Context: an optimization exercise on an open-source flow, tuned for small area and few clock cycles. The choices shown serve that exercise and are no tape-out recipe.
RTL that was checked went through simulation tests only; none was proved equivalent to the original.

== MS ==
==> flow/design.v <==
package ohma_pkg;
    localparam int SAMPLE_W = 16;
    localparam int WINDOW = 30;
    localparam logic [SAMPLE_W-1:0] LIMIT_RESET = 16'd7000;
    localparam int SUM_W = $clog2(65535 * WINDOW + 1);
    localparam int CNT_W = $clog2(WINDOW + 1);
endpackage
module ohma_cell (
    input  logic                           aclk,
    input  logic                           shift_en,
    input  logic [ohma_pkg::SAMPLE_W-1:0]  data_in,
    output logic [ohma_pkg::SAMPLE_W-1:0]  data_out
);
    logic [ohma_pkg::SAMPLE_W-1:0] value_reg;
    always_ff @(posedge aclk) begin
        if (shift_en) begin
            value_reg <= data_in;
        end
    end
    assign data_out = value_reg;
endmodule
module ohma_div (
    input  logic [ohma_pkg::SUM_W-1:0]     sum_in,
    output logic [ohma_pkg::SAMPLE_W-1:0]  average_out
);
    logic [19:0] t;
    logic [36:0] prod;
    assign t    = sum_in[20:1];
    assign prod = 37'(t) * 37'h11111 + 37'h11111;
    assign average_out = prod[20 +: ohma_pkg::SAMPLE_W];
endmodule
module outlier_hold_moving_average_core (
    input  logic                           aclk,
    input  logic                           aresetn,
    input  logic                           s_valid,
    output logic                           s_ready,
    input  logic [ohma_pkg::SAMPLE_W-1:0]  s_distance_sample,
    output logic                           m_valid,
    input  logic                           m_ready,
    output logic [ohma_pkg::SAMPLE_W-1:0]  m_average_distance,
    output logic                           m_sample_rejected,
    input  logic                           cfg_valid,
    output logic                           cfg_ready,
    input  logic [ohma_pkg::SAMPLE_W-1:0]  cfg_data
);
    localparam int W = ohma_pkg::SAMPLE_W;
    localparam int N = ohma_pkg::WINDOW;
    logic [W-1:0]                  limit_reg;
    logic [ohma_pkg::SUM_W-1:0]    sum_reg;
    logic [ohma_pkg::CNT_W-1:0]    cnt_reg;
    logic                          rejected_reg;
    logic                          m_valid_reg;
    logic                          accept;
    logic                          rejected;
    logic                          have_newest;
    logic                          have_oldest;
    logic [W-1:0]                  newest;
    logic [W-1:0]                  oldest;
    logic [W-1:0]                  entry;
    logic [W-1:0]                  chain [N];
    genvar i;
    generate
        for (i = 0; i < N; i++) begin : g_cell
            if (i == 0) begin : g_head
                ohma_cell u_cell (
                    .aclk     (aclk),
                    .shift_en (accept),
                    .data_in  (entry),
                    .data_out (chain[i])
                );
            end else begin : g_body
                ohma_cell u_cell (
                    .aclk     (aclk),
                    .shift_en (accept),
                    .data_in  (chain[i-1]),
                    .data_out (chain[i])
                );
            end
        end
    endgenerate
    assign s_ready   = !m_valid_reg || m_ready;
    assign accept    = s_valid && s_ready;
    assign cfg_ready = 1'b1;
    assign have_newest = (cnt_reg != '0);
    assign have_oldest = (cnt_reg == ohma_pkg::CNT_W'(N));
    assign newest      = have_newest ? chain[0] : '0;
    assign oldest      = have_oldest ? chain[N-1] : '0;
    assign rejected = s_distance_sample > limit_reg;
    assign entry    = rejected ? newest : s_distance_sample;
    always_ff @(posedge aclk) begin
        if (!aresetn) begin
            limit_reg   <= ohma_pkg::LIMIT_RESET;
            sum_reg     <= '0;
            cnt_reg     <= '0;
            m_valid_reg <= 1'b0;
        end else begin
            if (cfg_valid) begin
                limit_reg <= cfg_data;
            end
            if (accept) begin
                sum_reg <= sum_reg - ohma_pkg::SUM_W'(oldest) + ohma_pkg::SUM_W'(entry);
                if (!have_oldest) begin
                    cnt_reg <= cnt_reg + 1'b1;
                end
            end
            m_valid_reg <= accept || (m_valid_reg && !m_ready);
        end
    end
    always_ff @(posedge aclk) begin
        if (accept) begin
            rejected_reg <= rejected;
        end
    end
    ohma_div u_div (
        .sum_in      (sum_reg),
        .average_out (m_average_distance)
    );
    assign m_sample_rejected = rejected_reg;
    assign m_valid           = m_valid_reg;
endmodule
export LEC_CHECK = 0
export CAP_MARGIN = 20
export CORE_MARGIN = 2
export CORE_UTILIZATION = 40
export SLEW_MARGIN = 20
create_clock -name core_clock -period 6.0 [get_ports {aclk}]
run.sh (not shown) runs the stock make flow with config.mk's settings and CLKGATE_MAP_FILE= SYNTH_SCRIPT=/design/flow/synth_recipe.tcl, a recipe that flattens the netlist after the stock synthesis.
No crash in MS: every stage finished, but the layout fails its final checks due to negative setup slack.
diff inputs: MS => TR
==> flow/design.v, changed modules only <==
module ohma_div (
    input  logic                           aclk,
    input  logic                           load,
    input  logic [ohma_pkg::SUM_W-1:0]     sum_in,
    input  logic                           rejected_in,
    output logic [ohma_pkg::SAMPLE_W-1:0]  average_out,
    output logic                           rejected_out
);
    logic [19:0] t;
    logic [20:0] acc;
    logic [15:0] est;
    logic [4:0]  rem;
    logic [15:0] quot;
    logic [15:0] average_reg;
    logic        rejected_reg;
    assign t    = sum_in[20:1];
    assign acc  = 21'(t) + 21'(t[19:4]) + 21'(t[19:8]) + 21'(t[19:12]) + 21'(t[19:16]);
    assign est  = acc[20:4];
    assign rem  = t[4:0] - 5'(est[4:0] * 5'd15);
    assign quot = est + 16'(rem >= 5'd15);
    always_ff @(posedge aclk) begin
        if (load) begin
            average_reg  <= quot;
            rejected_reg <= rejected_in;
        end
    end
    assign average_out  = average_reg;
    assign rejected_out = rejected_reg;
endmodule
module outlier_hold_moving_average_core (
    input  logic                           aclk,
    input  logic                           aresetn,
    input  logic                           s_valid,
    output logic                           s_ready,
    input  logic [ohma_pkg::SAMPLE_W-1:0]  s_distance_sample,
    output logic                           m_valid,
    input  logic                           m_ready,
    output logic [ohma_pkg::SAMPLE_W-1:0]  m_average_distance,
    output logic                           m_sample_rejected,
    input  logic                           cfg_valid,
    output logic                           cfg_ready,
    input  logic [ohma_pkg::SAMPLE_W-1:0]  cfg_data
);
    localparam int W = ohma_pkg::SAMPLE_W;
    localparam int N = ohma_pkg::WINDOW;
    logic [W-1:0]                  limit_reg;
    logic [ohma_pkg::SUM_W-1:0]    sum_reg;
    logic [ohma_pkg::CNT_W-1:0]    cnt_reg;
    logic                          rejected_reg;
    logic                          sum_valid_reg;
    logic                          m_valid_reg;
    logic                          out_load;
    logic                          accept;
    logic                          rejected;
    logic                          have_newest;
    logic                          have_oldest;
    logic [W-1:0]                  newest;
    logic [W-1:0]                  oldest;
    logic [W-1:0]                  entry;
    logic [W-1:0]                  chain [N];
    genvar i;
    generate
        for (i = 0; i < N; i++) begin : g_cell
            if (i == 0) begin : g_head
                ohma_cell u_cell (
                    .aclk     (aclk),
                    .shift_en (accept),
                    .data_in  (entry),
                    .data_out (chain[i])
                );
            end else begin : g_body
                ohma_cell u_cell (
                    .aclk     (aclk),
                    .shift_en (accept),
                    .data_in  (chain[i-1]),
                    .data_out (chain[i])
                );
            end
        end
    endgenerate
    assign out_load  = sum_valid_reg && (!m_valid_reg || m_ready);
    assign s_ready   = !sum_valid_reg || out_load;
    assign accept    = s_valid && s_ready;
    assign cfg_ready = 1'b1;
    assign have_newest = (cnt_reg != '0);
    assign have_oldest = (cnt_reg == ohma_pkg::CNT_W'(N));
    assign newest      = have_newest ? chain[0] : '0;
    assign oldest      = have_oldest ? chain[N-1] : '0;
    assign rejected = s_distance_sample > limit_reg;
    assign entry    = rejected ? newest : s_distance_sample;
    always_ff @(posedge aclk) begin
        if (!aresetn) begin
            limit_reg   <= ohma_pkg::LIMIT_RESET;
            sum_reg       <= '0;
            cnt_reg       <= '0;
            sum_valid_reg <= 1'b0;
            m_valid_reg   <= 1'b0;
        end else begin
            if (cfg_valid) begin
                limit_reg <= cfg_data;
            end
            if (accept) begin
                sum_reg <= sum_reg - ohma_pkg::SUM_W'(oldest) + ohma_pkg::SUM_W'(entry);
                if (!have_oldest) begin
                    cnt_reg <= cnt_reg + 1'b1;
                end
            end
            sum_valid_reg <= accept || (sum_valid_reg && !out_load);
            m_valid_reg   <= out_load || (m_valid_reg && !m_ready);
        end
    end
    always_ff @(posedge aclk) begin
        if (accept) begin
            rejected_reg <= rejected;
        end
    end
    ohma_div u_div (
        .aclk         (aclk),
        .load         (out_load),
        .sum_in       (sum_reg),
        .rejected_in  (rejected_reg),
        .average_out  (m_average_distance),
        .rejected_out (m_sample_rejected)
    );
    assign m_valid           = m_valid_reg;
endmodule
The final report for TR shows a completed flow and a layout that fails verification, specifically negative setup slack.
Of the two candidates, MS has the better die outline area and TR the worse one.
Compared to MS, TR has flip-flop and latch count about 3.4% higher.
| clock network contribution to total cell area | higher: TR |
In the tables for MS and TR, worst setup slack after layout reads lower with TR.
MS was smaller in final cell area than TR.
Testbench counts of TR, summed over its fixed seeds: cycles 24,016.
Only the layout flow was run in MS; the RTL was not checked for function there.

-- re-timing with driven ports --
The results above use ideal ports. As a check the final layouts listed here were re-extracted and re-timed, cells and wires unchanged. Step 1, drivers: a clkbuf_16 drives aclk and a buf_2 each remaining input, both assumed. Step 2, shift: input delay + t, output delay - t, t = (earliest + latest rising clock arrival at the registers) / 2. This alone moves slack from input paths to output paths. Slacks: ideal ports / drivers / drivers and shift; pairs: ideal ports / drivers.
run | shift t [ns] | setup slack, ns | hold WS [ns] | worst setup path at the end | pins driven straight from the clock port
MS | 0.604 | -0.494 / -0.546 / -0.280 | 0.413 / 0.413 / 0.413 | input to register | 1
TR | 0.645 | -1.499 / -1.499 / -1.499 | 0.409 / 0.409 / 0.409 | register to register | 1
